Context: an optimization exercise on an open-source flow, tuned for small area, a short achievable clock period and few clock cycles. The choices shown serve that exercise and are no tape-out recipe. Function was checked by simulation only, so behaviour that the tests miss may differ from the original.

$ cat flow/constraint.sdc
create_clock -name core_clock -period 12.0 [get_ports {clk}]
set_input_delay 2.4000 -clock core_clock [delete_from_list [all_inputs] [get_ports {clk}]]
set_output_delay 2.4000 -clock core_clock [all_outputs]
set_load 0.01 [all_outputs]
$ cat flow/standard.sh
#!/bin/bash
# synth_recipe.tcl (not shown) runs the flow's synth.tcl, then flattens the netlist and writes it again
# the make line also repeats each setting of config.mk as NAME=value (left out here)
make -C /OpenROAD-flow-scripts/flow DESIGN_CONFIG=/design/flow/config.mk WORK_HOME=/design/flow/orfs CLKGATE_MAP_FILE= SYNTH_SCRIPT=/design/flow/synth_recipe.tcl "${@:-finish}"
$ cat flow/config.mk
export PLATFORM = sky130hd
export DESIGN_NAME = qkt_score_unit
export DESIGN_NICKNAME = qkt_score_unit
export VERILOG_FILES = /design/flow/design.v
export SDC_FILE = /design/flow/constraint.sdc
export NUM_CORES = 4
export LEC_CHECK = 0
export ABC_CLOCK_PERIOD_IN_PS = 3000
export CAP_MARGIN = 20
export CORE_MARGIN = 2
export CORE_UTILIZATION = 40
export SLEW_MARGIN = 20
$ cat flow/flow/run.sh
#!/bin/bash
set -euo pipefail
bash standard.sh SYNTH_ARGS=-noabc SETUP_SLACK_MARGIN=8.4 \
  "CTS_ARGS=-sink_clustering_enable -repair_clock_nets -sink_clustering_size 25 -sink_clustering_max_diameter 100 -dont_use_dummy_load" \
  "BUFFER_PORTS_ARGS=-buffer_cell sky130_fd_sc_hd__buf_1" finish > standard.log 2>&1
$ cat flow/design.v
module qkt_score_unit #(
  parameter int ADDR_W = 16,
  parameter int DATA_W = 32,
  parameter int MAX_D  = 64
) (
  input  logic              clk,
  input  logic              reset_n,
  input  logic              start,
  output logic              ready,
  output logic              err,
  input  logic [ADDR_W-1:0] q_base,
  input  logic [ADDR_W-1:0] k_base,
  input  logic [ADDR_W-1:0] s_base,
  input  logic [15:0]       num_rows,
  input  logic [15:0]       num_cols,
  output logic [ADDR_W-1:0] sram_read_address,
  input  logic [DATA_W-1:0] sram_read_data,
  output logic              sram_write_enable,
  output logic [ADDR_W-1:0] sram_write_address,
  output logic [DATA_W-1:0] sram_write_data
);
  logic              r_run, r_err, r_ph, r_bad, r_wide, r_kfirst;
  logic [15:0]       r_ra, r_rb, r_qrow, r_kb, r_sp;
  logic [15:0]       r_n, r_jc, r_ic;
  logic [6:0]        r_d, r_kc;
  logic w_klast, w_jlast, w_ilast, w_rowend;
  logic [15:0] w_ra_inc;
  assign w_klast  = (r_kc == 7'd1);
  assign w_jlast  = (r_jc == 16'd1);
  assign w_ilast  = (r_ic == 16'd1);
  assign w_rowend = w_klast && w_jlast;
  assign w_ra_inc = r_ra + 16'd1;
  logic r_v2, r_first2, r_last2;
  logic r_first3, r_last3;
  logic r_last4, r_last5, r_we;
  logic r_we_n;   
  logic r_busy, r_ready, w_busy_next;
  always_comb begin
    w_busy_next = r_busy;
    if (!r_busy) begin
      if (start) w_busy_next = 1'b1;
    end else if (r_run && r_bad) begin
      w_busy_next = 1'b0;
    end else if (!r_run && !r_last2 && !r_last3 && !r_last4 && !r_last5) begin
      w_busy_next = 1'b0;
    end
  end
  always_ff @(posedge clk or negedge reset_n) begin
    if (!reset_n) begin
      r_busy  <= 1'b1;
      r_ready <= 1'b0;
      r_run   <= 1'b0;
      r_err   <= 1'b0;
    end else begin
      r_busy  <= w_busy_next;
      r_ready <= !w_busy_next;
      if (!r_busy) begin
        if (start) r_run <= 1'b1;
      end else if (r_run && r_bad) begin
        r_run <= 1'b0;
        r_err <= r_wide;
      end else begin
        if (r_run) r_err <= 1'b0;
        if (r_run && r_ph && w_rowend && w_ilast) r_run <= 1'b0;
      end
    end
  end
  always_ff @(posedge clk) begin
    if (!r_run) begin
      r_ra     <= k_base;
      r_rb     <= q_base;
      r_qrow   <= q_base;
      r_kb     <= k_base;
      r_n      <= num_rows;
      r_jc     <= num_rows;
      r_ic     <= num_rows;
      r_d      <= num_cols[6:0];
      r_kc     <= num_cols[6:0];
      r_kfirst <= 1'b1;
      r_ph     <= 1'b0;
      r_bad    <= (num_rows == 16'd0) || (num_cols == 16'd0) || (num_cols > 16'd64);
      r_wide   <= (num_rows != 16'd0) && (num_cols > 16'd64);
    end else begin
      r_ph <= !r_ph;
      r_ra <= r_rb;
      if (!r_ph) begin
        r_rb <= w_rowend ? r_kb : w_ra_inc;
      end else begin
        r_rb <= (w_klast && !w_jlast) ? r_qrow : w_ra_inc;
        if (w_rowend) r_qrow <= w_ra_inc;
        r_kc     <= w_klast ? r_d : r_kc - 7'd1;
        r_kfirst <= w_klast;
        if (w_klast) r_jc <= w_jlast ? r_n : r_jc - 16'd1;
        if (w_rowend) r_ic <= r_ic - 16'd1;
      end
    end
  end
  always_ff @(posedge clk) begin
    r_sp <= r_busy ? r_sp + {15'd0, !r_we_n} : s_base;
  end
  always_ff @(posedge clk or negedge reset_n) begin
    if (!reset_n) begin
      {r_v2, r_first2, r_last2} <= '0;
      {r_first3, r_last3}       <= '0;
      {r_last4, r_last5, r_we}  <= '0;
      r_we_n                    <= 1'b1;
    end else begin
      r_v2     <= r_run && r_ph;
      r_first2 <= r_run && r_ph && r_kfirst;
      r_last2  <= r_run && r_ph && w_klast;
      r_first3 <= r_first2;
      r_last3  <= r_last2;
      r_last4  <= r_last3;
      r_last5  <= r_last4;
      r_we     <= r_last5;
      r_we_n   <= !r_last5;
    end
  end
  logic [31:0] r_k;
  logic [31:0] r_m;
  logic [23:0] r_enc;
  logic [31:0] r_as, r_ac, r_wd;
  logic [23:0] w_enc;
  logic [31:0] w_s, w_c;
  always_comb begin
    for (int r = 0; r < 8; r++) begin
      logic b0, b1, b2;
      b0 = r_v2 ? ((r == 0) ? 1'b0 : r_k[4*r-1]) : r_k[4*r+1];
      b1 = r_v2 ? r_k[4*r]   : r_k[4*r+2];
      b2 = r_v2 ? r_k[4*r+1] : r_k[4*r+3];
      w_enc[3*r]   = b1 ^ b0;
      w_enc[3*r+1] = (b2 & !b1 & !b0) | (!b2 & b1 & b0);
      w_enc[3*r+2] = b2;
    end
  end
  qkt_mac_tree u_tree (
    .m(r_m), .enc(r_enc), .clr(r_first3),
    .as_i(r_as), .ac_i(r_ac), .s_o(w_s), .c_o(w_c)
  );
  always_ff @(posedge clk) begin
    if (!r_v2) r_k <= sram_read_data;
    r_m   <= r_v2 ? sram_read_data : {r_m[29:0], 2'd0};
    r_enc <= w_enc;
    r_as  <= w_s;
    r_ac  <= w_c;
    r_wd  <= r_as + {r_ac[30:0], 1'b0};
  end
  assign ready              = r_ready;
  assign err                = r_err;
  assign sram_read_address  = r_ra;
  assign sram_write_enable  = r_we;
  assign sram_write_address = r_sp;
  assign sram_write_data    = r_wd;
endmodule
module qkt_mac_tree (
  input  logic [31:0] m,       
  input  logic [23:0] enc,     
  input  logic        clr,     
  input  logic [31:0] as_i,
  input  logic [31:0] ac_i,    
  output logic [31:0] s_o,
  output logic [31:0] c_o
);
  logic [31:0] as_g, ac_g;
  logic [7:0]  neg;
  assign as_g = clr ? 32'd0 : as_i;
  assign ac_g = clr ? 32'd0 : ac_i;
  logic [31:0] pp0;
  assign neg[0] = enc[2];
  assign pp0 = (({32{enc[0]}} & m[31:0]) | ({32{enc[1]}} & {m[30:0], 1'b0})) ^ {32{enc[2]}};
  logic [27:0] pp1;
  assign neg[1] = enc[5];
  assign pp1 = (({28{enc[3]}} & m[27:0]) | ({28{enc[4]}} & {m[26:0], 1'b0})) ^ {28{enc[5]}};
  logic [23:0] pp2;
  assign neg[2] = enc[8];
  assign pp2 = (({24{enc[6]}} & m[23:0]) | ({24{enc[7]}} & {m[22:0], 1'b0})) ^ {24{enc[8]}};
  logic [19:0] pp3;
  assign neg[3] = enc[11];
  assign pp3 = (({20{enc[9]}} & m[19:0]) | ({20{enc[10]}} & {m[18:0], 1'b0})) ^ {20{enc[11]}};
  logic [15:0] pp4;
  assign neg[4] = enc[14];
  assign pp4 = (({16{enc[12]}} & m[15:0]) | ({16{enc[13]}} & {m[14:0], 1'b0})) ^ {16{enc[14]}};
  logic [11:0] pp5;
  assign neg[5] = enc[17];
  assign pp5 = (({12{enc[15]}} & m[11:0]) | ({12{enc[16]}} & {m[10:0], 1'b0})) ^ {12{enc[17]}};
  logic [7:0] pp6;
  assign neg[6] = enc[20];
  assign pp6 = (({8{enc[18]}} & m[7:0]) | ({8{enc[19]}} & {m[6:0], 1'b0})) ^ {8{enc[20]}};
  logic [3:0] pp7;
  assign neg[7] = enc[23];
  assign pp7 = (({4{enc[21]}} & m[3:0]) | ({4{enc[22]}} & {m[2:0], 1'b0})) ^ {4{enc[23]}};
  logic s1;
  logic c2;
  logic s3;
  logic c4;
  logic s5;
  logic c6;
  logic s7;
  logic c8;
  logic s9;
  logic c10;
  logic s11;
  logic c12;
  logic s13;
  logic c14;
  logic s15;
  logic c16;
  logic s17;
  logic c18;
  logic s19;
  logic c20;
  logic s21;
  logic c22;
  logic s23;
  logic c24;
  logic s25;
  logic c26;
  logic s27;
  logic c28;
  logic s29;
  logic c30;
  logic s31;
  logic c32;
  logic s33;
  logic c34;
  logic s35;
  logic c36;
  logic s37;
  logic c38;
  logic s39;
  logic c40;
  logic s41;
  logic c42;
  logic s43;
  logic c44;
  logic s45;
  logic c46;
  logic s47;
  logic c48;
  logic s49;
  logic c50;
  logic s51;
  logic c52;
  logic s53;
  logic c54;
  logic s55;
  logic c56;
  logic s57;
  logic c58;
  logic s59;
  logic c60;
  logic s61;
  logic c62;
  logic s63;
  logic c64;
  logic s65;
  logic c66;
  logic s67;
  logic c68;
  logic s69;
  logic c70;
  logic s71;
  logic c72;
  logic s73;
  logic c74;
  logic s75;
  logic c76;
  logic s77;
  logic c78;
  logic s79;
  logic c80;
  logic s81;
  logic c82;
  logic s83;
  logic c84;
  logic s85;
  logic c86;
  logic s87;
  logic c88;
  logic s89;
  logic c90;
  logic s91;
  logic c92;
  logic s93;
  logic c94;
  logic s95;
  logic c96;
  logic s97;
  logic c98;
  logic s99;
  logic c100;
  logic s101;
  logic c102;
  logic s103;
  logic c104;
  logic s105;
  logic c106;
  logic s107;
  logic c108;
  logic s109;
  logic c110;
  logic s111;
  logic c112;
  logic s113;
  logic c114;
  logic s115;
  logic c116;
  logic s117;
  logic c118;
  logic s119;
  logic c120;
  logic s121;
  logic c122;
  logic s123;
  logic c124;
  logic s125;
  logic c126;
  logic s127;
  logic c128;
  logic s129;
  logic c130;
  logic s131;
  logic c132;
  logic s133;
  logic c134;
  logic s135;
  logic c136;
  logic s137;
  logic c138;
  logic s139;
  logic c140;
  logic s141;
  logic c142;
  logic s143;
  logic c144;
  logic s145;
  logic c146;
  logic s147;
  logic c148;
  logic s149;
  logic c150;
  logic s151;
  logic c152;
  logic s153;
  logic c154;
  logic s155;
  logic c156;
  logic s157;
  logic c158;
  logic s159;
  logic c160;
  logic s161;
  logic c162;
  logic s163;
  logic c164;
  logic s165;
  logic c166;
  logic s167;
  logic c168;
  logic s169;
  logic c170;
  logic s171;
  logic c172;
  logic s173;
  logic c174;
  logic s175;
  logic c176;
  logic s177;
  logic c178;
  logic s179;
  logic c180;
  logic s181;
  logic c182;
  logic s183;
  logic c184;
  logic s185;
  logic c186;
  logic s187;
  logic c188;
  logic s189;
  logic c190;
  logic s191;
  logic c192;
  logic s193;
  logic c194;
  logic s195;
  logic c196;
  logic s197;
  logic c198;
  logic s199;
  logic c200;
  logic s201;
  logic c202;
  logic s203;
  logic c204;
  logic s205;
  logic c206;
  logic s207;
  logic c208;
  logic s209;
  logic c210;
  logic s211;
  logic c212;
  logic s213;
  logic c214;
  logic s215;
  logic c216;
  logic s217;
  logic c218;
  logic s219;
  logic c220;
  logic s221;
  logic c222;
  logic s223;
  logic c224;
  logic s225;
  logic c226;
  logic s227;
  logic c228;
  logic s229;
  logic c230;
  logic s231;
  logic c232;
  logic s233;
  logic c234;
  logic s235;
  logic c236;
  logic s237;
  logic c238;
  logic s239;
  logic c240;
  logic s241;
  logic c242;
  logic s243;
  logic c244;
  logic s245;
  logic c246;
  logic s247;
  logic c248;
  logic s249;
  logic c250;
  logic s251;
  logic c252;
  logic s253;
  logic c254;
  logic s255;
  logic c256;
  logic s257;
  logic c258;
  logic s259;
  logic c260;
  logic s261;
  logic c262;
  logic s263;
  logic c264;
  logic s265;
  logic c266;
  logic s267;
  logic c268;
  logic s269;
  logic c270;
  logic s271;
  logic c272;
  logic s273;
  logic s274;
  logic s275;
  logic s276;
  logic s277;
  logic s278;
  logic s279;
  logic s280;
  assign s1 = as_g[0] ^ neg[0] ^ pp0[0];
  assign c2 = (as_g[0] & neg[0]) | (as_g[0] & pp0[0]) | (neg[0] & pp0[0]);
  assign s3 = as_g[1] ^ ac_g[0] ^ pp0[1];
  assign c4 = (as_g[1] & ac_g[0]) | (as_g[1] & pp0[1]) | (ac_g[0] & pp0[1]);
  assign s5 = as_g[2] ^ ac_g[1] ^ pp0[2];
  assign c6 = (as_g[2] & ac_g[1]) | (as_g[2] & pp0[2]) | (ac_g[1] & pp0[2]);
  assign s7 = as_g[3] ^ ac_g[2] ^ pp0[3];
  assign c8 = (as_g[3] & ac_g[2]) | (as_g[3] & pp0[3]) | (ac_g[2] & pp0[3]);
  assign s9 = as_g[4] ^ ac_g[3] ^ neg[1];
  assign c10 = (as_g[4] & ac_g[3]) | (as_g[4] & neg[1]) | (ac_g[3] & neg[1]);
  assign s11 = pp0[4] ^ pp1[0] ^ s9;
  assign c12 = (pp0[4] & pp1[0]) | (pp0[4] & s9) | (pp1[0] & s9);
  assign s13 = as_g[5] ^ ac_g[4] ^ pp0[5];
  assign c14 = (as_g[5] & ac_g[4]) | (as_g[5] & pp0[5]) | (ac_g[4] & pp0[5]);
  assign s15 = pp1[1] ^ c10 ^ s13;
  assign c16 = (pp1[1] & c10) | (pp1[1] & s13) | (c10 & s13);
  assign s17 = as_g[6] ^ ac_g[5] ^ pp0[6];
  assign c18 = (as_g[6] & ac_g[5]) | (as_g[6] & pp0[6]) | (ac_g[5] & pp0[6]);
  assign s19 = pp1[2] ^ c14 ^ s17;
  assign c20 = (pp1[2] & c14) | (pp1[2] & s17) | (c14 & s17);
  assign s21 = as_g[7] ^ ac_g[6] ^ pp0[7];
  assign c22 = (as_g[7] & ac_g[6]) | (as_g[7] & pp0[7]) | (ac_g[6] & pp0[7]);
  assign s23 = pp1[3] ^ c18 ^ s21;
  assign c24 = (pp1[3] & c18) | (pp1[3] & s21) | (c18 & s21);
  assign s25 = as_g[8] ^ ac_g[7] ^ neg[2];
  assign c26 = (as_g[8] & ac_g[7]) | (as_g[8] & neg[2]) | (ac_g[7] & neg[2]);
  assign s27 = pp0[8] ^ pp1[4] ^ pp2[0];
  assign c28 = (pp0[8] & pp1[4]) | (pp0[8] & pp2[0]) | (pp1[4] & pp2[0]);
  assign s29 = s25 ^ c22 ^ s27;
  assign c30 = (s25 & c22) | (s25 & s27) | (c22 & s27);
  assign s31 = as_g[9] ^ ac_g[8] ^ pp0[9];
  assign c32 = (as_g[9] & ac_g[8]) | (as_g[9] & pp0[9]) | (ac_g[8] & pp0[9]);
  assign s33 = pp1[5] ^ pp2[1] ^ c26;
  assign c34 = (pp1[5] & pp2[1]) | (pp1[5] & c26) | (pp2[1] & c26);
  assign s35 = c28 ^ s31 ^ s33;
  assign c36 = (c28 & s31) | (c28 & s33) | (s31 & s33);
  assign s37 = as_g[10] ^ ac_g[9] ^ pp0[10];
  assign c38 = (as_g[10] & ac_g[9]) | (as_g[10] & pp0[10]) | (ac_g[9] & pp0[10]);
  assign s39 = pp1[6] ^ pp2[2] ^ c32;
  assign c40 = (pp1[6] & pp2[2]) | (pp1[6] & c32) | (pp2[2] & c32);
  assign s41 = s37 ^ c34 ^ s39;
  assign c42 = (s37 & c34) | (s37 & s39) | (c34 & s39);
  assign s43 = as_g[11] ^ ac_g[10] ^ pp0[11];
  assign c44 = (as_g[11] & ac_g[10]) | (as_g[11] & pp0[11]) | (ac_g[10] & pp0[11]);
  assign s45 = pp1[7] ^ pp2[3] ^ c38;
  assign c46 = (pp1[7] & pp2[3]) | (pp1[7] & c38) | (pp2[3] & c38);
  assign s47 = s43 ^ c40 ^ s45;
  assign c48 = (s43 & c40) | (s43 & s45) | (c40 & s45);
  assign s49 = as_g[12] ^ ac_g[11] ^ neg[3];
  assign c50 = (as_g[12] & ac_g[11]) | (as_g[12] & neg[3]) | (ac_g[11] & neg[3]);
  assign s51 = pp0[12] ^ pp1[8] ^ pp2[4];
  assign c52 = (pp0[12] & pp1[8]) | (pp0[12] & pp2[4]) | (pp1[8] & pp2[4]);
  assign s53 = pp3[0] ^ s49 ^ c44;
  assign c54 = (pp3[0] & s49) | (pp3[0] & c44) | (s49 & c44);
  assign s55 = s51 ^ c46 ^ s53;
  assign c56 = (s51 & c46) | (s51 & s53) | (c46 & s53);
  assign s57 = as_g[13] ^ ac_g[12] ^ pp0[13];
  assign c58 = (as_g[13] & ac_g[12]) | (as_g[13] & pp0[13]) | (ac_g[12] & pp0[13]);
  assign s59 = pp1[9] ^ pp2[5] ^ pp3[1];
  assign c60 = (pp1[9] & pp2[5]) | (pp1[9] & pp3[1]) | (pp2[5] & pp3[1]);
  assign s61 = c50 ^ c52 ^ s57;
  assign c62 = (c50 & c52) | (c50 & s57) | (c52 & s57);
  assign s63 = s59 ^ c54 ^ s61;
  assign c64 = (s59 & c54) | (s59 & s61) | (c54 & s61);
  assign s65 = as_g[14] ^ ac_g[13] ^ pp0[14];
  assign c66 = (as_g[14] & ac_g[13]) | (as_g[14] & pp0[14]) | (ac_g[13] & pp0[14]);
  assign s67 = pp1[10] ^ pp2[6] ^ pp3[2];
  assign c68 = (pp1[10] & pp2[6]) | (pp1[10] & pp3[2]) | (pp2[6] & pp3[2]);
  assign s69 = c58 ^ c60 ^ s65;
  assign c70 = (c58 & c60) | (c58 & s65) | (c60 & s65);
  assign s71 = s67 ^ c62 ^ s69;
  assign c72 = (s67 & c62) | (s67 & s69) | (c62 & s69);
  assign s73 = as_g[15] ^ ac_g[14] ^ pp0[15];
  assign c74 = (as_g[15] & ac_g[14]) | (as_g[15] & pp0[15]) | (ac_g[14] & pp0[15]);
  assign s75 = pp1[11] ^ pp2[7] ^ pp3[3];
  assign c76 = (pp1[11] & pp2[7]) | (pp1[11] & pp3[3]) | (pp2[7] & pp3[3]);
  assign s77 = c66 ^ c68 ^ s73;
  assign c78 = (c66 & c68) | (c66 & s73) | (c68 & s73);
  assign s79 = s75 ^ c70 ^ s77;
  assign c80 = (s75 & c70) | (s75 & s77) | (c70 & s77);
  assign s81 = as_g[16] ^ ac_g[15] ^ neg[4];
  assign c82 = (as_g[16] & ac_g[15]) | (as_g[16] & neg[4]) | (ac_g[15] & neg[4]);
  assign s83 = pp0[16] ^ pp1[12] ^ pp2[8];
  assign c84 = (pp0[16] & pp1[12]) | (pp0[16] & pp2[8]) | (pp1[12] & pp2[8]);
  assign s85 = pp3[4] ^ pp4[0] ^ s81;
  assign c86 = (pp3[4] & pp4[0]) | (pp3[4] & s81) | (pp4[0] & s81);
  assign s87 = c74 ^ c76 ^ s83;
  assign c88 = (c74 & c76) | (c74 & s83) | (c76 & s83);
  assign s89 = s85 ^ c78 ^ s87;
  assign c90 = (s85 & c78) | (s85 & s87) | (c78 & s87);
  assign s91 = as_g[17] ^ ac_g[16] ^ pp0[17];
  assign c92 = (as_g[17] & ac_g[16]) | (as_g[17] & pp0[17]) | (ac_g[16] & pp0[17]);
  assign s93 = pp1[13] ^ pp2[9] ^ pp3[5];
  assign c94 = (pp1[13] & pp2[9]) | (pp1[13] & pp3[5]) | (pp2[9] & pp3[5]);
  assign s95 = pp4[1] ^ c82 ^ c84;
  assign c96 = (pp4[1] & c82) | (pp4[1] & c84) | (c82 & c84);
  assign s97 = s91 ^ s93 ^ c86;
  assign c98 = (s91 & s93) | (s91 & c86) | (s93 & c86);
  assign s99 = c88 ^ s95 ^ s97;
  assign c100 = (c88 & s95) | (c88 & s97) | (s95 & s97);
  assign s101 = as_g[18] ^ ac_g[17] ^ pp0[18];
  assign c102 = (as_g[18] & ac_g[17]) | (as_g[18] & pp0[18]) | (ac_g[17] & pp0[18]);
  assign s103 = pp1[14] ^ pp2[10] ^ pp3[6];
  assign c104 = (pp1[14] & pp2[10]) | (pp1[14] & pp3[6]) | (pp2[10] & pp3[6]);
  assign s105 = pp4[2] ^ c92 ^ c94;
  assign c106 = (pp4[2] & c92) | (pp4[2] & c94) | (c92 & c94);
  assign s107 = s101 ^ s103 ^ c96;
  assign c108 = (s101 & s103) | (s101 & c96) | (s103 & c96);
  assign s109 = s105 ^ c98 ^ s107;
  assign c110 = (s105 & c98) | (s105 & s107) | (c98 & s107);
  assign s111 = as_g[19] ^ ac_g[18] ^ pp0[19];
  assign c112 = (as_g[19] & ac_g[18]) | (as_g[19] & pp0[19]) | (ac_g[18] & pp0[19]);
  assign s113 = pp1[15] ^ pp2[11] ^ pp3[7];
  assign c114 = (pp1[15] & pp2[11]) | (pp1[15] & pp3[7]) | (pp2[11] & pp3[7]);
  assign s115 = pp4[3] ^ c102 ^ c104;
  assign c116 = (pp4[3] & c102) | (pp4[3] & c104) | (c102 & c104);
  assign s117 = s111 ^ s113 ^ c106;
  assign c118 = (s111 & s113) | (s111 & c106) | (s113 & c106);
  assign s119 = s115 ^ c108 ^ s117;
  assign c120 = (s115 & c108) | (s115 & s117) | (c108 & s117);
  assign s121 = as_g[20] ^ ac_g[19] ^ neg[5];
  assign c122 = (as_g[20] & ac_g[19]) | (as_g[20] & neg[5]) | (ac_g[19] & neg[5]);
  assign s123 = pp0[20] ^ pp1[16] ^ pp2[12];
  assign c124 = (pp0[20] & pp1[16]) | (pp0[20] & pp2[12]) | (pp1[16] & pp2[12]);
  assign s125 = pp3[8] ^ pp4[4] ^ pp5[0];
  assign c126 = (pp3[8] & pp4[4]) | (pp3[8] & pp5[0]) | (pp4[4] & pp5[0]);
  assign s127 = s121 ^ c112 ^ c114;
  assign c128 = (s121 & c112) | (s121 & c114) | (c112 & c114);
  assign s129 = s123 ^ s125 ^ c116;
  assign c130 = (s123 & s125) | (s123 & c116) | (s125 & c116);
  assign s131 = s127 ^ c118 ^ s129;
  assign c132 = (s127 & c118) | (s127 & s129) | (c118 & s129);
  assign s133 = as_g[21] ^ ac_g[20] ^ pp0[21];
  assign c134 = (as_g[21] & ac_g[20]) | (as_g[21] & pp0[21]) | (ac_g[20] & pp0[21]);
  assign s135 = pp1[17] ^ pp2[13] ^ pp3[9];
  assign c136 = (pp1[17] & pp2[13]) | (pp1[17] & pp3[9]) | (pp2[13] & pp3[9]);
  assign s137 = pp4[5] ^ pp5[1] ^ c122;
  assign c138 = (pp4[5] & pp5[1]) | (pp4[5] & c122) | (pp5[1] & c122);
  assign s139 = c124 ^ c126 ^ s133;
  assign c140 = (c124 & c126) | (c124 & s133) | (c126 & s133);
  assign s141 = s135 ^ s137 ^ c128;
  assign c142 = (s135 & s137) | (s135 & c128) | (s137 & c128);
  assign s143 = s139 ^ c130 ^ s141;
  assign c144 = (s139 & c130) | (s139 & s141) | (c130 & s141);
  assign s145 = as_g[22] ^ ac_g[21] ^ pp0[22];
  assign c146 = (as_g[22] & ac_g[21]) | (as_g[22] & pp0[22]) | (ac_g[21] & pp0[22]);
  assign s147 = pp1[18] ^ pp2[14] ^ pp3[10];
  assign c148 = (pp1[18] & pp2[14]) | (pp1[18] & pp3[10]) | (pp2[14] & pp3[10]);
  assign s149 = pp4[6] ^ pp5[2] ^ c134;
  assign c150 = (pp4[6] & pp5[2]) | (pp4[6] & c134) | (pp5[2] & c134);
  assign s151 = c136 ^ s145 ^ s147;
  assign c152 = (c136 & s145) | (c136 & s147) | (s145 & s147);
  assign s153 = c138 ^ c140 ^ s149;
  assign c154 = (c138 & c140) | (c138 & s149) | (c140 & s149);
  assign s155 = s151 ^ c142 ^ s153;
  assign c156 = (s151 & c142) | (s151 & s153) | (c142 & s153);
  assign s157 = as_g[23] ^ ac_g[22] ^ pp0[23];
  assign c158 = (as_g[23] & ac_g[22]) | (as_g[23] & pp0[23]) | (ac_g[22] & pp0[23]);
  assign s159 = pp1[19] ^ pp2[15] ^ pp3[11];
  assign c160 = (pp1[19] & pp2[15]) | (pp1[19] & pp3[11]) | (pp2[15] & pp3[11]);
  assign s161 = pp4[7] ^ pp5[3] ^ c146;
  assign c162 = (pp4[7] & pp5[3]) | (pp4[7] & c146) | (pp5[3] & c146);
  assign s163 = c148 ^ s157 ^ s159;
  assign c164 = (c148 & s157) | (c148 & s159) | (s157 & s159);
  assign s165 = c150 ^ c152 ^ s161;
  assign c166 = (c150 & c152) | (c150 & s161) | (c152 & s161);
  assign s167 = s163 ^ c154 ^ s165;
  assign c168 = (s163 & c154) | (s163 & s165) | (c154 & s165);
  assign s169 = as_g[24] ^ ac_g[23] ^ neg[6];
  assign c170 = (as_g[24] & ac_g[23]) | (as_g[24] & neg[6]) | (ac_g[23] & neg[6]);
  assign s171 = pp0[24] ^ pp1[20] ^ pp2[16];
  assign c172 = (pp0[24] & pp1[20]) | (pp0[24] & pp2[16]) | (pp1[20] & pp2[16]);
  assign s173 = pp3[12] ^ pp4[8] ^ pp5[4];
  assign c174 = (pp3[12] & pp4[8]) | (pp3[12] & pp5[4]) | (pp4[8] & pp5[4]);
  assign s175 = pp6[0] ^ s169 ^ c158;
  assign c176 = (pp6[0] & s169) | (pp6[0] & c158) | (s169 & c158);
  assign s177 = c160 ^ s171 ^ s173;
  assign c178 = (c160 & s171) | (c160 & s173) | (s171 & s173);
  assign s179 = c162 ^ c164 ^ s175;
  assign c180 = (c162 & c164) | (c162 & s175) | (c164 & s175);
  assign s181 = s177 ^ c166 ^ s179;
  assign c182 = (s177 & c166) | (s177 & s179) | (c166 & s179);
  assign s183 = as_g[25] ^ ac_g[24] ^ pp0[25];
  assign c184 = (as_g[25] & ac_g[24]) | (as_g[25] & pp0[25]) | (ac_g[24] & pp0[25]);
  assign s185 = pp1[21] ^ pp2[17] ^ pp3[13];
  assign c186 = (pp1[21] & pp2[17]) | (pp1[21] & pp3[13]) | (pp2[17] & pp3[13]);
  assign s187 = pp4[9] ^ pp5[5] ^ pp6[1];
  assign c188 = (pp4[9] & pp5[5]) | (pp4[9] & pp6[1]) | (pp5[5] & pp6[1]);
  assign s189 = c170 ^ c172 ^ c174;
  assign c190 = (c170 & c172) | (c170 & c174) | (c172 & c174);
  assign s191 = s183 ^ s185 ^ s187;
  assign c192 = (s183 & s185) | (s183 & s187) | (s185 & s187);
  assign s193 = c176 ^ c178 ^ s189;
  assign c194 = (c176 & c178) | (c176 & s189) | (c178 & s189);
  assign s195 = s191 ^ c180 ^ s193;
  assign c196 = (s191 & c180) | (s191 & s193) | (c180 & s193);
  assign s197 = as_g[26] ^ ac_g[25] ^ pp0[26];
  assign c198 = (as_g[26] & ac_g[25]) | (as_g[26] & pp0[26]) | (ac_g[25] & pp0[26]);
  assign s199 = pp1[22] ^ pp2[18] ^ pp3[14];
  assign c200 = (pp1[22] & pp2[18]) | (pp1[22] & pp3[14]) | (pp2[18] & pp3[14]);
  assign s201 = pp4[10] ^ pp5[6] ^ pp6[2];
  assign c202 = (pp4[10] & pp5[6]) | (pp4[10] & pp6[2]) | (pp5[6] & pp6[2]);
  assign s203 = c184 ^ c186 ^ c188;
  assign c204 = (c184 & c186) | (c184 & c188) | (c186 & c188);
  assign s205 = s197 ^ s199 ^ s201;
  assign c206 = (s197 & s199) | (s197 & s201) | (s199 & s201);
  assign s207 = c190 ^ c192 ^ s203;
  assign c208 = (c190 & c192) | (c190 & s203) | (c192 & s203);
  assign s209 = s205 ^ c194 ^ s207;
  assign c210 = (s205 & c194) | (s205 & s207) | (c194 & s207);
  assign s211 = as_g[27] ^ ac_g[26] ^ pp0[27];
  assign c212 = (as_g[27] & ac_g[26]) | (as_g[27] & pp0[27]) | (ac_g[26] & pp0[27]);
  assign s213 = pp1[23] ^ pp2[19] ^ pp3[15];
  assign c214 = (pp1[23] & pp2[19]) | (pp1[23] & pp3[15]) | (pp2[19] & pp3[15]);
  assign s215 = pp4[11] ^ pp5[7] ^ pp6[3];
  assign c216 = (pp4[11] & pp5[7]) | (pp4[11] & pp6[3]) | (pp5[7] & pp6[3]);
  assign s217 = c198 ^ c200 ^ c202;
  assign c218 = (c198 & c200) | (c198 & c202) | (c200 & c202);
  assign s219 = s211 ^ s213 ^ s215;
  assign c220 = (s211 & s213) | (s211 & s215) | (s213 & s215);
  assign s221 = c204 ^ c206 ^ s217;
  assign c222 = (c204 & c206) | (c204 & s217) | (c206 & s217);
  assign s223 = s219 ^ c208 ^ s221;
  assign c224 = (s219 & c208) | (s219 & s221) | (c208 & s221);
  assign s225 = as_g[28] ^ ac_g[27] ^ neg[7];
  assign c226 = (as_g[28] & ac_g[27]) | (as_g[28] & neg[7]) | (ac_g[27] & neg[7]);
  assign s227 = pp0[28] ^ pp1[24] ^ pp2[20];
  assign c228 = (pp0[28] & pp1[24]) | (pp0[28] & pp2[20]) | (pp1[24] & pp2[20]);
  assign s229 = pp3[16] ^ pp4[12] ^ pp5[8];
  assign c230 = (pp3[16] & pp4[12]) | (pp3[16] & pp5[8]) | (pp4[12] & pp5[8]);
  assign s231 = pp6[4] ^ pp7[0] ^ s225;
  assign c232 = (pp6[4] & pp7[0]) | (pp6[4] & s225) | (pp7[0] & s225);
  assign s233 = c212 ^ c214 ^ c216;
  assign c234 = (c212 & c214) | (c212 & c216) | (c214 & c216);
  assign s235 = s227 ^ s229 ^ s231;
  assign c236 = (s227 & s229) | (s227 & s231) | (s229 & s231);
  assign s237 = c218 ^ c220 ^ s233;
  assign c238 = (c218 & c220) | (c218 & s233) | (c220 & s233);
  assign s239 = s235 ^ c222 ^ s237;
  assign c240 = (s235 & c222) | (s235 & s237) | (c222 & s237);
  assign s241 = as_g[29] ^ ac_g[28] ^ pp0[29];
  assign c242 = (as_g[29] & ac_g[28]) | (as_g[29] & pp0[29]) | (ac_g[28] & pp0[29]);
  assign s243 = pp1[25] ^ pp2[21] ^ pp3[17];
  assign c244 = (pp1[25] & pp2[21]) | (pp1[25] & pp3[17]) | (pp2[21] & pp3[17]);
  assign s245 = pp4[13] ^ pp5[9] ^ pp6[5];
  assign c246 = (pp4[13] & pp5[9]) | (pp4[13] & pp6[5]) | (pp5[9] & pp6[5]);
  assign s247 = pp7[1] ^ c226 ^ c228;
  assign c248 = (pp7[1] & c226) | (pp7[1] & c228) | (c226 & c228);
  assign s249 = c230 ^ s241 ^ s243;
  assign c250 = (c230 & s241) | (c230 & s243) | (s241 & s243);
  assign s251 = s245 ^ c232 ^ c234;
  assign c252 = (s245 & c232) | (s245 & c234) | (c232 & c234);
  assign s253 = s247 ^ s249 ^ c236;
  assign c254 = (s247 & s249) | (s247 & c236) | (s249 & c236);
  assign s255 = c238 ^ s251 ^ s253;
  assign c256 = (c238 & s251) | (c238 & s253) | (s251 & s253);
  assign s257 = as_g[30] ^ ac_g[29] ^ pp0[30];
  assign c258 = (as_g[30] & ac_g[29]) | (as_g[30] & pp0[30]) | (ac_g[29] & pp0[30]);
  assign s259 = pp1[26] ^ pp2[22] ^ pp3[18];
  assign c260 = (pp1[26] & pp2[22]) | (pp1[26] & pp3[18]) | (pp2[22] & pp3[18]);
  assign s261 = pp4[14] ^ pp5[10] ^ pp6[6];
  assign c262 = (pp4[14] & pp5[10]) | (pp4[14] & pp6[6]) | (pp5[10] & pp6[6]);
  assign s263 = pp7[2] ^ c242 ^ c244;
  assign c264 = (pp7[2] & c242) | (pp7[2] & c244) | (c242 & c244);
  assign s265 = c246 ^ s257 ^ s259;
  assign c266 = (c246 & s257) | (c246 & s259) | (s257 & s259);
  assign s267 = s261 ^ c248 ^ c250;
  assign c268 = (s261 & c248) | (s261 & c250) | (c248 & c250);
  assign s269 = s263 ^ s265 ^ c252;
  assign c270 = (s263 & s265) | (s263 & c252) | (s265 & c252);
  assign s271 = s267 ^ c254 ^ s269;
  assign c272 = (s267 & c254) | (s267 & s269) | (c254 & s269);
  assign s273 = as_g[31] ^ ac_g[30] ^ pp0[31];
  assign s274 = pp1[27] ^ pp2[23] ^ pp3[19];
  assign s275 = pp4[15] ^ pp5[11] ^ pp6[7];
  assign s276 = pp7[3] ^ c258 ^ c260;
  assign s277 = c262 ^ s273 ^ s274;
  assign s278 = s275 ^ c264 ^ c266;
  assign s279 = s276 ^ s277 ^ c268;
  assign s280 = s278 ^ c270 ^ s279;
  assign s_o = {c272, c256, c240, c224, c210, c196, c182, c168, c156, c144, c132, c120, c110, c100, c90, c80, c72, c64, c56, c48, c42, c36, c30, c24, c20, c16, c12, c8, c6, c4, c2, s1};
  assign c_o = {1'b0, s280, s271, s255, s239, s223, s209, s195, s181, s167, s155, s143, s131, s119, s109, s99, s89, s79, s71, s63, s55, s47, s41, s35, s29, s23, s19, s15, s11, s7, s5, s3};
endmodule
==> results of run 1 <==
[cells by family (layout without fill, tap and decap cells)]
family	Yosys count	in the layout	synth area share [%]
AOI/OAI and AO/OA	419	419	13.89
adders and majority gates	177	177	16.27
DFF	342	342	41.12
and+or+nand+nor	398	398	10.13
muxes	74	74	4.181
buffers and inverters	148	245	2.863
xor gates and xnor gates	261	261	11.54
other	0	1	0
[routing by layer]
layer  global-route usage [%]  share of wire (%)
met4                    4.638                2.3
met5                        0              0.054
met1                    27.32                 45
met2                    31.25                 47
met3                    3.136                5.6
[registers in the layout (all words and copies together) (netlist names), 7 cells and up]
register	flops
r_as	32
r_k	32
r_m	32
r_wd	32
r_ac	31
r_enc	24
r_ic	16
r_jc	16
r_kb	16
r_n	16
r_qrow	16
r_ra	16
r_rb	16
r_sp	16
r_d	7
r_kc	7
[worst paths after layout]
kind                            startpoint              endpoint  cells past startpoint
worst max register to register      r_m[4]              r_ac[24]                      6
worst max-delay path               r_ra[0]  sram_read_address[0]                      1
max in group asynchronous          reset_n              r_first3                      1
min in group asynchronous          reset_n                 r_err                      1
worst min-delay path               r_as[0]               r_wd[0]                      0
worst min register to register     r_as[0]               r_wd[0]                      0
[area by class of cell]
type	count	area, sq um	area share [%]
clock buffers	19	475.5	2.195
repair buffers	201	842.1	3.887
well taps	664	830.8	3.835
flip-flops and latches	342	8244	38.06
inverters	25	93.84	0.4332
diodes	1	2.502	0.01155
multi-input cells	1329	11170	51.58
[cells in the mapped netlist, types with 4 or more instances]
master,count,share of area [%]
xnor2_1,214,9.4
dfxtp_1,201,20
fa_1,137,14
a22oi_1,136,5.1
edfxtp_1,128,19
clkbuf_1,104,2.0
nor2_1,98,1.8
nand2_1,97,1.8
a21oi_1,96,2.4
mux2_2,74,4.2
nor2b_1,71,2.2
o21ai_0,69,1.7
xor2_1,46,2.0
ha_1,40,2.5
nor3_1,27,0.68
inv_1,25,0.47
nand3_1,22,0.55
a21o_1,18,0.68
nor4_1,15,0.47
buf_1,14,0.26
and3_1,13,0.41
o22ai_1,13,0.41
dfrtp_1,11,1.4
nand4_1,11,0.35
o221ai_1,10,0.44
a211oi_1,9,0.34
o211ai_1,9,0.34
o21a_1,9,0.34
nand2b_1,8,0.25
nor3b_1,8,0.30
a31oi_1,7,0.22
and3b_1,7,0.31
o21ai_1,7,0.18
and2_1,6,0.19
a22o_1,5,0.22
o21bai_1,5,0.19
and4_1,4,0.18
[per-stage QoR]
stage               cell area [sq um]  util, %  instances  worst slack, ns
floorplan                       19940        -       1819            8.401
global placement                21120    43.05       2560            8.196
detailed placement              21120    43.05       2560            8.110
CTS                             21620    44.07       2579            8.400
global route                    21660    44.16       2580            8.317
finish                          21660    44.16       2581            8.462
[what timing repair did]
action	in CTS	in global routing
setup buffers	0	1
gates resized for setup	16	13
setup endpoints to repair	58	11
==> out/summary.md, run 1 <==
For the final database, setup skew stands at 0.03766 ns. The last weighted congestion value of the routability-driven placer is 0.8502, and the DRC marker count from the first detailed-route iteration is 1120.

The later pin in the worst-skew pair is clocked with a latency of 0.53 ns. 182 I/O pins were placed. STA puts the critical path data required time at 9.60 ns.

The area growth from synthesis to layout is 8.702%. The run finished with no timing, DRC or antenna violations. The most used flip-flop cell after synthesis is dfxtp_1. Sequential cells were found to cover 41.12% of the synthesized design area.

Core outline area: 49050 sq um. Via count of the first global-routing pass: 14160. The number of clock buffers added by TritonCTS is 19.

Clock-pin slew reported for the worst setup and hold paths after clock tree synthesis: 0.09 ns. Detailed placement finished with a half-perimeter wire length of 35.79 mm. The floorplan step defined a die boundary enclosing 51620 sq um. Row generation in the floorplan step produced 81 rows. Synthesis produced a netlist with a net count of 2111. For the final-report hold violation count, the log shows 0. The setup TNS after final layout was 0 ns. The CTS H-tree depth is 1. The first global-routing pass estimated 78.95 mm of wire. The number of buffers inserted by hold repair at cts was 0. For this block, the via count after detailed routing is 14080.

The library cell used most frequently in the layout, excluding fill and tap cells, is xnor2_1. Counting along the longest clock path gives a buffer depth of 3. The final worst-path cycle share is 29.49%. Setup slack on the worst reg-to-reg path comes out at 8.52 ns. The count of final max-slew check failures was 0. In this design, the stage delay of the slowest critical-path cell is 0.44 ns. The sum of overflow across all layers after global routing is 0, and the post-synthesis area per instance is 10.96 sq um. The tools report the data arrival at the endpoint of the critical path as 1.14 ns. The worst path in the final design needs a cycle of 3.538 ns, including I/O delays and setup. The die span in x works out to 227.2 um.

The clock net sink count came out at 342. The slowest library cell on the worst path is dfxtp_4. The synthesized design contains 342 register bits. The height of the die came out at 227.2 um. The library cells used most frequently in the layout, excluding fill and tap cells, are xnor2_1, buf_1, dfxtp_1, fa_1, a22oi_1.

The worst path buffer plus inverter count was 1; the share of final-layout standard cells stronger than drive strength 1 was 8.351%. The worst setup path is launched from a flip-flop. For this run, the detailed router's first-pass iteration total came to 5. The number of different library cells used by synthesis comes to 70. The kind of critical path is reg2out.

The number of enable flip-flop cells after synthesis was 128. The async set-or-reset flop fraction in the synthesized netlist is 3.801%. The pin count of the biggest net entering global routing was 74. The tools report the final count of negative-setup-slack endpoints as 0.

The detailed-route wire length was 50.00 mm. After detailed routing, the number of remaining DRC violations is 0. The critical path goes through buf_1. The path class of the tightest hold or removal check is reg2reg. For the number of warnings printed during yosys synthesis, the log shows 1.

The worst setup path is captured at an output port. The synthesized netlist occupies a cell area of 19930 sq um. Synthesis produced a netlist whose cell count is 1819. TritonCTS built the clock tree. The per-cell via count in the routed design works out to 5.455. The filler cell count in the final layout came out at 4726.

The tree is rooted in a clkbuf_16. Of all nets on the critical path, the largest fanout is 10. The run gives 19.38% as the total routing resource utilization after global routing.

Among cell families on the critical path, the largest total delay comes from flip-flops. The number of port buffers is 181. Number of antenna violations at the first check in global routing: 3. The minimum hold slack is 0.3594 ns, and the average wire length per cell after detail routing is 19.37 um. The tool flagged a number of max-cap violations equal to 0. The worst slew margin relative to its limit is 30.38%, and the transition time at the pin with the least slew margin is 1.031 ns. The starting density of the core is 40.63%, and the number of nets at the end of the flow is 2210. Based on the critical path, the design can be clocked at up to 282.6 MHz. The detail route stage leaves a number of antenna-violating nets equal to 0. Setup repair after global routing could not meet its margin everywhere.
Testbench counts, summed over its fixed seeds: cycles 541,160.
==> inputs of run 2 (changes only) <==
==> flow/flow/run.sh (replaced) <==
#!/bin/bash
set -euo pipefail
bash standard.sh SYNTH_ARGS=-noabc SYNTH_OPERATIONS_ARGS=-nofsm SETUP_SLACK_MARGIN=8.5 \
  "CTS_ARGS=-sink_clustering_enable -repair_clock_nets -sink_clustering_size 25 -sink_clustering_max_diameter 100 -dont_use_dummy_load" \
  "BUFFER_PORTS_ARGS=-buffer_cell sky130_fd_sc_hd__buf_1" finish > standard.log 2>&1
==> run 2 against run 1 <==
Compared with the run above: critical path type unchanged; synthesized cell count shrank 8.0%; first-iteration DRC count shrank 16%; area after synthesis shrank 1.7%; critical path depth is the same; global-route usage shrank 0.95 points; critical endpoint is now sram_read_address[6]; still clean on timing, DRC and antenna.
==> out/summary.md, run 2 <==
The flow ran to the end and the layout has no timing, DRC or antenna violations. The post-synth net total is 2009 (-4.8%). The family with the most delay on the worst path was flip-flops. The layout-stage area growth over the synthesis result is 9.112%. The setup slack of the most critical reg-to-reg path is 8.62 ns (+0.10 ns). For the count of vias placed by the detailed router, the log shows 12880 (-8.5%). The met3 wire length was 2.690 mm (-3.4%); the minimum hold slack was 0.3576 ns (-0.001849 ns). The clock root buffer master was clkbuf_16. After synthesis, the most frequently instantiated cells are dfxtp_1, xnor2_1, fa_1. The total routing resource utilization after global routing is 18.43% (-0.95 points). The last weighted congestion value of the routability-driven placer is 0.8867 (+4.3%). The kind of end point of the critical path was an output port.

The die outline area came out at 50770 sq um (-1.6%). The class of the most critical hold timing path is reg2reg. The setup TNS after final layout was 0 ns (unchanged); the total of flip-flops plus latches after synthesis was 342 (unchanged). Worst slew margin relative to its limit: 42.10% (+12 points). Post-synthesis adder-cell area fraction: 19.83% (+3.6 points). The number of enable flip-flop cells after synthesis was 128 (unchanged). The tools report the critical path startpoint category as a flip-flop.

For the post-detailed-placement cell area, the log shows 20760 sq um (-1.7%). End point of the critical path: sram_read_address[6]. The largest fanout on the critical path is 3 (-7). The worst reg2reg path endpoint was r_ac[28]. The startpoint identified for the worst register-to-register timing path is r_first3.

The run gives 40.28% (-0.35 points) as the starting density of the core. Height of the die: 225.3 um (-0.83%).

The via count of the first global-routing pass was 12970 (-8.4%). The die span in x was 225.3 um (-0.83%); the number of warnings printed during yosys synthesis was 1 (unchanged). The logs give 81 (unchanged) for the count of standard-cell rows and 0 (unchanged) for the count of final max-slew check failures. The worst path buffer plus inverter count is 1 (unchanged), and the final worst-path cycle share is 28.85% (-0.64 points). The CTS buffer count is 18 (-1), and the data arrival at the endpoint of the critical path is 1.06 ns (-0.08 ns). TritonCTS built the clock tree.

The logs give 21.41 mm (-5.8%) for the detailed-routing wirelength on met1 and 2125 (-3.8%) for the number of nets at the end of the flow. The CTS H-tree depth was 1 (unchanged). For this run, the leading register cell type out of synthesis is dfxtp_1. The count of mapped cells out of synthesis is 1674 (-8.0%). The first-pass GRT wire length was 73.51 mm (-6.9%); the clock net sink count was 342 (unchanged). The final-report hold violation count was 0 (unchanged); the clock period minus final worst setup slack was 3.462 ns (-0.07675 ns). The final count of negative-setup-slack endpoints is 0 (unchanged).

The total DRC errors in the routed layout is 0 (unchanged). The run gives 21.58 mm (-7.5%) as the sum of met2 wire segment lengths after detailed routing. The number of port buffers is 181 (unchanged). The largest family of logic cells by synthesized area was adder cells. The pin count of the biggest net entering global routing is 74 (unchanged). The detailed-route wire length came out at 46.68 mm (-6.7%).

Endpoint required time on the critical path: 9.60 ns (about the same). The max-cap check violation count was 0 (unchanged); the number of gates on the worst path with buffers counted was 1 (unchanged). For the number of antenna violations at the first check in global routing, the log shows 3 (unchanged). The most frequently used cell type in the post-synthesis netlist was dfxtp_1. The number of diodes came out at 0 (-1). The async set-or-reset flop fraction in the synthesized netlist was 3.801% (unchanged). Per-cell via count in the routed design: 5.344 (-2.0%).

The clock-pin slew reported for the worst setup and hold paths after clock tree synthesis came out at 0.10 ns (about the same). The DRC marker count from the first detailed-route iteration is 945 (-16%). The worst setup skew after layout was 0.03124 ns (-0.006420 ns). The post-route cell area is 21380 sq um (-1.3%). By area the synthesized netlist is led by dfxtp_1, edfxtp_1, fa_1, xnor2_1, mux2_2. The register area share after synthesis is 41.82% (+0.70 points). Traced cell by cell, the critical path runs through buf_1. Of all cell types, the one taking the most synthesized area is dfxtp_1.

The area share of xor/xnor cells in the synthesized design is 10.06% (-1.5 points), and the synthesized-area fraction occupied by ao, oa, aoi and oai cells is 10.97% (-2.9 points). The multiplexer fraction of the synthesized cell area was 5.811% (+1.6 points). The simple-gate area share of the yosys netlist came out at 8.314% (-1.8 points). The slowest library cell on the worst path is dfxtp_2. The logs give 43.95% (-0.21 points) for the fraction of the core area covered by cells at the end of the flow and 0 (unchanged) for the number of nets still failing antenna checks after routing.

The deepest clock path buffer count came out at 3 (unchanged). The kind of critical path is reg2out. Share of final-layout standard cells stronger than drive strength 1: 12.75% (+4.4 points). In this run the top signal layer used is met5. The half-perimeter wire length of the detailed placement result was 33.31 mm (-6.9%); the maximum clock frequency was 288.9 MHz (+2.2%).

Leaving out fill and tap cells, the most frequent cells in the layout are xnor2_1, dfxtp_1, fa_1, buf_1, a22oi_1. The area of the mapped netlist was 19600 sq um (-1.7%); the transition time at the pin with the least slew margin was 0.8660 ns (-0.1649 ns).

The post-synthesis area per instance was 11.71 sq um (+6.8%); the core outline area was 48650 sq um (-0.83%). The most common library cell in the layout ignoring fill and taps is xnor2_1. Setup repair after global routing could not meet its margin everywhere. Sum of overflow across all layers after global routing: 0 (unchanged).

I/O pin count: 182 (unchanged). Startpoint of the worst setup timing path: r_ra[6]. The worst-case reg-to-reg path depth is 6 (unchanged), and the number of search-and-repair iterations in the first detailed-routing pass is 6 (+1). Critical path's largest stage delay: 0.37 ns (-0.07 ns). The clock latency on the worst-skew pair is 0.53 ns (about the same).

The top cell type's share of synthesized area is 20.54% (+0.34 points). Average wire length per cell after detail routing: 19.37 um (about the same). The number of distinct library cell variants in the gate-level netlist after synthesis came out at 66 (-5.7%).
run 2: cell count changes after synthesis, moves of 16 or more:
| cell | change |
|---|---|
| nand2_1 | -26 |
| a21oi_1 | -16 |
| o21ai_0 | -35 |
| ha_1 | +29 |
| mux2_2 | +19 |
| o21ai_1 | +25 |
| nor2_1 | -28 |
| clkbuf_1 | -29 |
| xnor2_1 | -21 |
run 2: timing repair:
item / in CTS / in global routing
hold buffers: 0 / 0
setup buffers: 2 / 3
setup endpoints to repair: 32 / 27
resized for setup: 43 / 33
run 2: logic make-up (layout without fill, tap and decap cells):
logic type	count (synthesis)	in the layout
simple gates	309	309
fa+ha+maj	220	220
flops	342	342
xor+xnor	225	225
compound gates	326	326
buf+inv	150	264
mux	102	102
run 2: area by class of cell:
type | instances | area, sq um
Inverter | 38 | 142.6
Multi-Input combinational cell | 1182 | 10800
Timing Repair Buffer | 208 | 949.7
Fill cell | 4576 | 27270
Sequential cell | 342 | 8263
Tap cell | 622 | 778.2
Clock buffer | 18 | 450.4
run 2: how the worst min path moves through the flow:
stage	start	endpoint	slack, ns	cells after the start
CTS	r_first2	r_first3	0.36	0
global placement	r_first2	r_first3	0.33	0
finish	r_first2	r_first3	0.36	0
floorplan	r_as[0]	r_wd[0]	0.32	0
detailed placement	r_first2	r_first3	0.34	0
global route	r_as[0]	r_wd[0]	0.37	0
run 2: stage by stage:
stage               std cells  worst slack [ns]
finish                   2410             8.538
global route             2410             8.487
CTS                      2407             8.501
detailed placement       2387             8.112
global placement         2387             8.174
floorplan                1674             8.366
run 2: layer usage:
| layer | up-vias | global-route usage (%) |
|---|---|---|
| met5 | - | 0 |
| met4 | 6 | 4.721 |
| met3 | 66 | 3.246 |
| met2 | 351 | 29.30 |
| met1 | 6401 | 26.03 |
| li1 | 6056 | - |

-- static timing again, ports no longer ideal --
Ports are ideal in the flow. The routed layouts listed here were re-timed in OpenROAD.
Step 1 sets driving cells, clkbuf_16 on the clock port and buf_2 on the other inputs (assumed; they add their load-dependent delay and slew).
Step 2, shift: input delay + t, output delay - t, t = (earliest + latest rising clock arrival at the registers) / 2. This alone moves slack from input paths to output paths.
a / b / c = ideal ports / drivers / drivers and shift; a / b = the first two.
run | t, ns | setup slack, ns | worst setup path after step 2 | clock arrival spread, ns
run 1 | 0.576 | 8.462 / 8.406 / 8.215 | input to register | 0.046 / 0.046
run 2 | 0.585 | 8.538 / 8.475 / 8.162 | input to register | 0.037 / 0.037
After both steps setup and hold are still met in every run listed. The setup slack of run 2, which loses most, moves by -0.063 ns with the drivers and by -0.376 ns with both steps.
